Background: an optimization exercise with open tools, aiming at small area. Do not read the settings as production practice.
Function was checked by simulation only, so behaviour that the tests miss may differ from the original.
No activity file was given, so power comes from the tool's default toggle rates.

==> v8: inputs <==
## j_acc_collector_mx_cell
module j_acc_collector_mx_cell #(
  parameter int SRAM_DEPTH  = 1024,
  parameter int SRAM_ADDR_W = $clog2(SRAM_DEPTH)
) (
  input  logic                      clk,
  input  logic                      reset_n,
  input  logic                      collect_start,
  output logic                      collect_idle,
  input  logic [SRAM_ADDR_W*32-1:0] base_addr,
  input  logic [SRAM_ADDR_W-1:0]    img_size,
  input  logic [31:0]               serial_input,
  input  logic [31:0]               serial_en,
  input  logic [31:0]               serial_start,
  output logic                      sram_en,
  output logic                      sram_we,
  output logic [SRAM_ADDR_W-1:0]    sram_addr,
  output logic [31:0]               sram_wdata,
  output logic [31:0]               err_overflow,
  output logic [31:0]               err_frame
);
==> module j_acc_collector_mx_cell, before the edit <==
module j_acc_collector_mx_cell #(
  parameter int SRAM_DEPTH  = 1024,
  parameter int SRAM_ADDR_W = $clog2(SRAM_DEPTH)
) (
  input  logic                      clk,
  input  logic                      reset_n,
  input  logic                      collect_start,
  output logic                      collect_idle,
  input  logic [SRAM_ADDR_W*32-1:0] base_addr,
  input  logic [SRAM_ADDR_W-1:0]    img_size,
  input  logic [31:0]               serial_input,
  input  logic [31:0]               serial_en,
  input  logic [31:0]               serial_start,
  output logic                      sram_en,
  output logic                      sram_we,
  output logic [SRAM_ADDR_W-1:0]    sram_addr,
  output logic [31:0]               sram_wdata,
  output logic [31:0]               err_overflow,
  output logic [31:0]               err_frame
);
  localparam int NCH = 32;
  localparam int AW  = SRAM_ADDR_W;
  typedef enum logic [1:0] {S_IDLE = 2'd0, S_RUN = 2'd1, S_DONE = 2'd2} state_e;
  state_e         state_q;
  logic [4:0]     cnt_q   [NCH];    
  logic [30:0]    shift_q [NCH];    
  logic [31:0]    hold_q  [NCH];    
  logic [AW-1:0]  base_q  [NCH];    
  logic [AW-1:0]  img_q;
  logic [AW-1:0]  left_q  [NCH];    
  logic [NCH-1:0] done_q;           
  logic [NCH-1:0] pending_q;
  logic [NCH-1:0] err_ovf_q, err_frm_q;
  logic [4:0]     ptr_q;
  logic           gnt_vld_q, sram_we_q;
  logic [AW-1:0]  gnt_addr_q, sram_addr_q;
  logic [31:0]    gnt_data_q, sram_wdata_q;
  logic idle, run, start_ld;
  assign idle     = (state_q == S_IDLE);
  assign run      = (state_q == S_RUN);
  assign start_ld = idle & collect_start;
  logic [NCH-1:0] req, upper, m, gnt_lo, gnt_hi, gnt;
  logic           any_hi, any;
  logic [4:0]     gnt_idx;
  always_comb begin
    req = pending_q;
    for (int i = 0; i < NCH; i++) upper[i] = (5'(i) >= ptr_q);
    m = req & upper;
    gnt_lo = '0;
    gnt_hi = '0;
    for (int i = 0; i < NCH; i++) begin
      gnt_lo[i] = req[i] & ~|(req & ((NCH'(1) << i) - NCH'(1)));
      gnt_hi[i] = m[i] & ~|(m & ((NCH'(1) << i) - NCH'(1)));
    end
    any_hi = |m;
    any    = |req;
    gnt    = any_hi ? gnt_hi : gnt_lo;
    gnt_idx = '0;
    for (int i = 0; i < NCH; i++) gnt_idx = gnt_idx | (gnt[i] ? 5'(i) : 5'd0);
  end
  logic [31:0]   sel_data;
  logic [AW-1:0] sel_base, sel_left, sel_addr;
  logic          sel_last;
  always_comb begin
    sel_data = '0;
    sel_base = '0;
    sel_left = '0;
    for (int c = 0; c < NCH; c++) begin
      sel_data = sel_data | (hold_q[c] & {32{gnt[c]}});
      sel_base = sel_base | (base_q[c] & {AW{gnt[c]}});
      sel_left = sel_left | (left_q[c] & {AW{gnt[c]}});
    end
    sel_last = (sel_left == '0);
    sel_addr = sel_base + (img_q - sel_left);
  end
  logic [AW-1:0] left_nxt;
  assign left_nxt = start_ld ? img_size : sel_left - AW'(1);
  logic gnt_fire;
  assign gnt_fire = run & any;
  always_ff @(posedge clk or negedge reset_n) begin
    if (!reset_n) begin
      state_q   <= S_IDLE;
      err_ovf_q <= '0;
      err_frm_q <= '0;
      gnt_vld_q <= 1'b0;
      sram_we_q <= 1'b0;
    end else begin
      gnt_vld_q <= gnt_fire;
      sram_we_q <= gnt_vld_q;
      unique case (state_q)
        S_IDLE:  if (collect_start) state_q <= S_RUN;
        S_RUN:   if ((&done_q) && !gnt_vld_q) state_q <= S_DONE;
        default: state_q <= S_IDLE;
      endcase
      for (int c = 0; c < NCH; c++) begin
        if (start_ld) begin
          err_ovf_q[c] <= 1'b0;
          err_frm_q[c] <= 1'b0;
        end else if (run && serial_en[c]) begin
          if (serial_start[c] && cnt_q[c] != 5'd0) err_frm_q[c] <= 1'b1;
          if (!serial_start[c] && cnt_q[c] == 5'd31 && pending_q[c] && !gnt[c] &&
              left_q[c] != '0)
            err_ovf_q[c] <= 1'b1;
        end
      end
    end
  end
  always_ff @(posedge clk) begin
    gnt_data_q   <= sel_data;
    gnt_addr_q   <= sel_addr;
    sram_wdata_q <= gnt_data_q;
    sram_addr_q  <= gnt_addr_q;
    if (start_ld) img_q <= img_size;
    if (start_ld) ptr_q <= '0;
    else if (gnt_fire) ptr_q <= gnt_idx + 5'd1;
    for (int c = 0; c < NCH; c++) begin
      if (serial_en[c]) shift_q[c] <= {serial_input[c], shift_q[c][30:1]};
      if (start_ld) cnt_q[c] <= '0;
      else if (serial_en[c]) cnt_q[c] <= serial_start[c] ? 5'd1 : cnt_q[c] + 5'd1;
      if (serial_en[c] && !serial_start[c] && cnt_q[c] == 5'd31 && (!pending_q[c] || gnt[c]))
        hold_q[c] <= {serial_input[c], shift_q[c]};
      if (start_ld) base_q[c] <= base_addr[c*AW +: AW];
      if (start_ld || gnt[c]) left_q[c] <= left_nxt;
      if (start_ld) begin
        pending_q[c] <= 1'b0;
        done_q[c]    <= 1'b0;
      end else begin
        if (gnt[c]) done_q[c] <= sel_last;
        if (!pending_q[c] || gnt[c])
          pending_q[c] <= serial_en[c] && !serial_start[c] && cnt_q[c] == 5'd31 &&
                          !done_q[c] && !(gnt[c] && sel_last);
      end
    end
  end
  assign collect_idle = idle;
  assign sram_en      = sram_we_q;
  assign sram_we      = sram_we_q;
  assign sram_addr    = sram_addr_q;
  assign sram_wdata   = sram_wdata_q;
  assign err_overflow = err_ovf_q;
  assign err_frame    = err_frm_q;
endmodule
clock: 12.0 ns
lec_check: 0
cap_margin: 40
core_margin: 2
core_utilization: 28
slew_margin: 20
run.sh (not shown) runs the stock make flow with config.mk's settings and CLKGATE_MAP_FILE= SYNTH_SCRIPT=/design/flow/synth_recipe.tcl, a recipe that flattens the netlist after the stock synthesis.
==> inputs of v4, as changes to v8 <==
--- a/flow/design.v
+++ b/flow/design.v
@@ -22,7 +22,7 @@
   localparam int AW  = SRAM_ADDR_W;
   typedef enum logic [1:0] {S_IDLE = 2'd0, S_RUN = 2'd1, S_DONE = 2'd2} state_e;
   state_e         state_q;
-  logic [4:0]     cnt_q   [NCH];    
+  logic [4:0]     cnt_q   [NCH];
   logic [30:0]    shift_q [NCH];    
   logic [31:0]    hold_q  [NCH];    
   logic [AW-1:0]  base_q  [NCH];    
@@ -35,6 +35,7 @@
   logic           gnt_vld_q, sram_we_q;
   logic [AW-1:0]  gnt_addr_q, sram_addr_q;
   logic [31:0]    gnt_data_q, sram_wdata_q;
+  localparam logic [4:0] CNT_LAST = 5'b10000;
   logic idle, run, start_ld;
   assign idle     = (state_q == S_IDLE);
   assign run      = (state_q == S_RUN);
@@ -98,7 +99,7 @@
           err_frm_q[c] <= 1'b0;
         end else if (run && serial_en[c]) begin
           if (serial_start[c] && cnt_q[c] != 5'd0) err_frm_q[c] <= 1'b1;
-          if (!serial_start[c] && cnt_q[c] == 5'd31 && pending_q[c] && !gnt[c] &&
+          if (!serial_start[c] && cnt_q[c] == CNT_LAST && pending_q[c] && !gnt[c] &&
               left_q[c] != '0)
             err_ovf_q[c] <= 1'b1;
         end
@@ -116,8 +117,8 @@
     for (int c = 0; c < NCH; c++) begin
       if (serial_en[c]) shift_q[c] <= {serial_input[c], shift_q[c][30:1]};
       if (start_ld) cnt_q[c] <= '0;
-      else if (serial_en[c]) cnt_q[c] <= serial_start[c] ? 5'd1 : cnt_q[c] + 5'd1;
-      if (serial_en[c] && !serial_start[c] && cnt_q[c] == 5'd31 && (!pending_q[c] || gnt[c]))
+      else if (serial_en[c]) cnt_q[c] <= serial_start[c] ? 5'd1 : {cnt_q[c][3:0], cnt_q[c][4] ^ cnt_q[c][2] ^ (cnt_q[c][3:0] == 4'd0)};
+      if (serial_en[c] && !serial_start[c] && cnt_q[c] == CNT_LAST && (!pending_q[c] || gnt[c]))
         hold_q[c] <= {serial_input[c], shift_q[c]};
       if (start_ld) base_q[c] <= base_addr[c*AW +: AW];
       if (start_ld || gnt[c]) left_q[c] <= left_nxt;
@@ -127,7 +128,7 @@
       end else begin
         if (gnt[c]) done_q[c] <= sel_last;
         if (!pending_q[c] || gnt[c])
-          pending_q[c] <= serial_en[c] && !serial_start[c] && cnt_q[c] == 5'd31 &&
+          pending_q[c] <= serial_en[c] && !serial_start[c] && cnt_q[c] == CNT_LAST &&
                           !done_q[c] && !(gnt[c] && sel_last);
       end
     end
==> flow/flow/run.sh (new file) <==
#!/bin/bash
# The standard ORFS layout, with two changes:
# * ports are buffered with the smallest buffer (buf_1) instead of the default choice;
# * the clock tree is built from clkbuf_4 cells, with leaf clusters of up to 8 sinks
#   within 40 um, and without dummy loads.
# Each tool's output goes to the ORFS logs under orfs/logs; make's own output goes to
# standard.log in this folder.
set -euo pipefail
cat >> config.mk <<'EOC'
export BUFFER_PORTS_ARGS = -buffer_cell sky130_fd_sc_hd__buf_1
export CTS_ARGS = -sink_clustering_enable -repair_clock_nets -dont_use_dummy_load -buf_list sky130_fd_sc_hd__clkbuf_4 -sink_clustering_size 8 -sink_clustering_max_diameter 40
EOC
bash standard.sh > standard.log 2>&1
==> flow/standard.sh (new file) <==
#!/bin/bash
# synth_recipe.tcl (not shown) runs the flow's synth.tcl, then flattens the netlist and writes it again
# the make line also repeats each setting of config.mk as NAME=value (left out here)
make -C /OpenROAD-flow-scripts/flow DESIGN_CONFIG=/design/flow/config.mk WORK_HOME=/design/flow/orfs CLKGATE_MAP_FILE= SYNTH_SCRIPT=/design/flow/synth_recipe.tcl "${@:-finish}"
--- a/flow/config.mk
+++ b/flow/config.mk
@@ -5,7 +5,10 @@
 export SDC_FILE = /design/flow/constraint.sdc
 export NUM_CORES = 4
 export LEC_CHECK = 0
-export CAP_MARGIN = 40
+export ABC_AREA = 1
+export CAP_MARGIN = 5
 export CORE_MARGIN = 2
-export CORE_UTILIZATION = 28
-export SLEW_MARGIN = 20
+export CORE_UTILIZATION = 68
+export SLEW_MARGIN = 5
+export BUFFER_PORTS_ARGS = -buffer_cell sky130_fd_sc_hd__buf_1
+export CTS_ARGS = -sink_clustering_enable -repair_clock_nets -dont_use_dummy_load -buf_list sky130_fd_sc_hd__clkbuf_4 -sink_clustering_size 8 -sink_clustering_max_diameter 40
removed: flow/run.sh
==> summary of the runs <==
v4 finished clean. v8 passed the timing, design-rule and antenna checks. Against v8, the sequential share of layout area of v4 is higher by 9.3 points. Against v4, the synthesized area of v8 is larger by 0.82%. In combinational power, v4 is at 18 times the value of v8. Against v8, the global-route usage of v4 is higher by 13 points. Of v4 and v8, v4 has the higher maximum frequency (gap about 9%, measured against v8). Of v8 and v4, v4 has the higher worst hold slack (gap 1.5 ps). Against v8, the final cell count of v4 is lower by about 18%. Against v8, the total power of v4 is higher by 28%. Clock skew: v8 is lower than v4 (95 ps). Between v4 and v8, the lower register-to-register slack is in v8 (gap 710 ps).
==> figures <==
Status: v8 no timing/DRC/antenna violations; v4 no timing/DRC/antenna violations
Met1 routing resource usage after global routing: v8 27.2%; v4 47.2%
Core Area: v8 393000 µm²; v4 160000 µm²
Multi-input gate share of the layout cell area: v8 16.0%; v4 15.3%
Internal Pwr Total: v8 17900 µW; v4 18000 µW
Area of all placed cells without fillers: v8 135000 µm²; v4 118000 µm²
Library cell used as clock root buffer: v8 clkbuf_16; v4 clkbuf_4
HPWL after DPL: v8 365000 µm; v4 213000 µm
Vertical die dimension: v8 633 µm; v4 406 µm
Non-clock buffers, area share: v8 5.63%; v4 2.68%
Final cell count without fillers: v8 12965; v4 10578
Buf/Inv on CP: v8 4; v4 5
Register area share after synthesis: v8 79.5%; v4 80.2%
Seq/total area: v8 65.3%; v4 74.6%
Summed instance area of the synthesized netlist: v8 111000 µm²; v4 110000 µm²
Multiplexer fraction of the synthesized cell area: v8 0.0384%; v4 0%
Metal2 WL: v8 239000 µm; v4 142000 µm
Logic depth of the worst path, buffers included: v8 25; v4 27
FF-to-FF setup slack: v8 3750 ps; v4 4470 ps
Worst setup skew after layout: v8 73.7 ps; v4 169 ps
Fin Hold WS: v8 320 ps; v4 322 ps

-- port drivers added, routing unchanged --
How much do the figures lean on ideal ports? The routed layouts below were timed once more, with nothing changed but the port constraints.
Step 1: set_driving_cell puts a clkbuf_16 on clk and a buf_2 on each other input, an assumption about the parent block.
Step 2 adds t to the input delays and takes it off the output delays; t is the mean of the earliest and latest rising clock arrival at the registers after step 1. Input paths then give back, and output paths get back, about the clock's delay inside the block.
Slacks: ideal ports / drivers / drivers and shift; pairs: ideal ports / drivers.
run | t (ns) | setup WS [ns] | hold slack, ns | clock arrival spread, ns | worst slew at a driven data input, ns
v8 | 1.006 | 3.754 / 3.754 / 3.754 | 0.320 / 0.320 / 0.320 | 0.086 / 0.086 | 0.29
v4 | 1.492 | 4.465 / 4.465 / 4.465 | 0.322 / 0.322 / 0.322 | 0.168 / 0.169 | 0.21
After both steps every run listed still meets setup and hold.
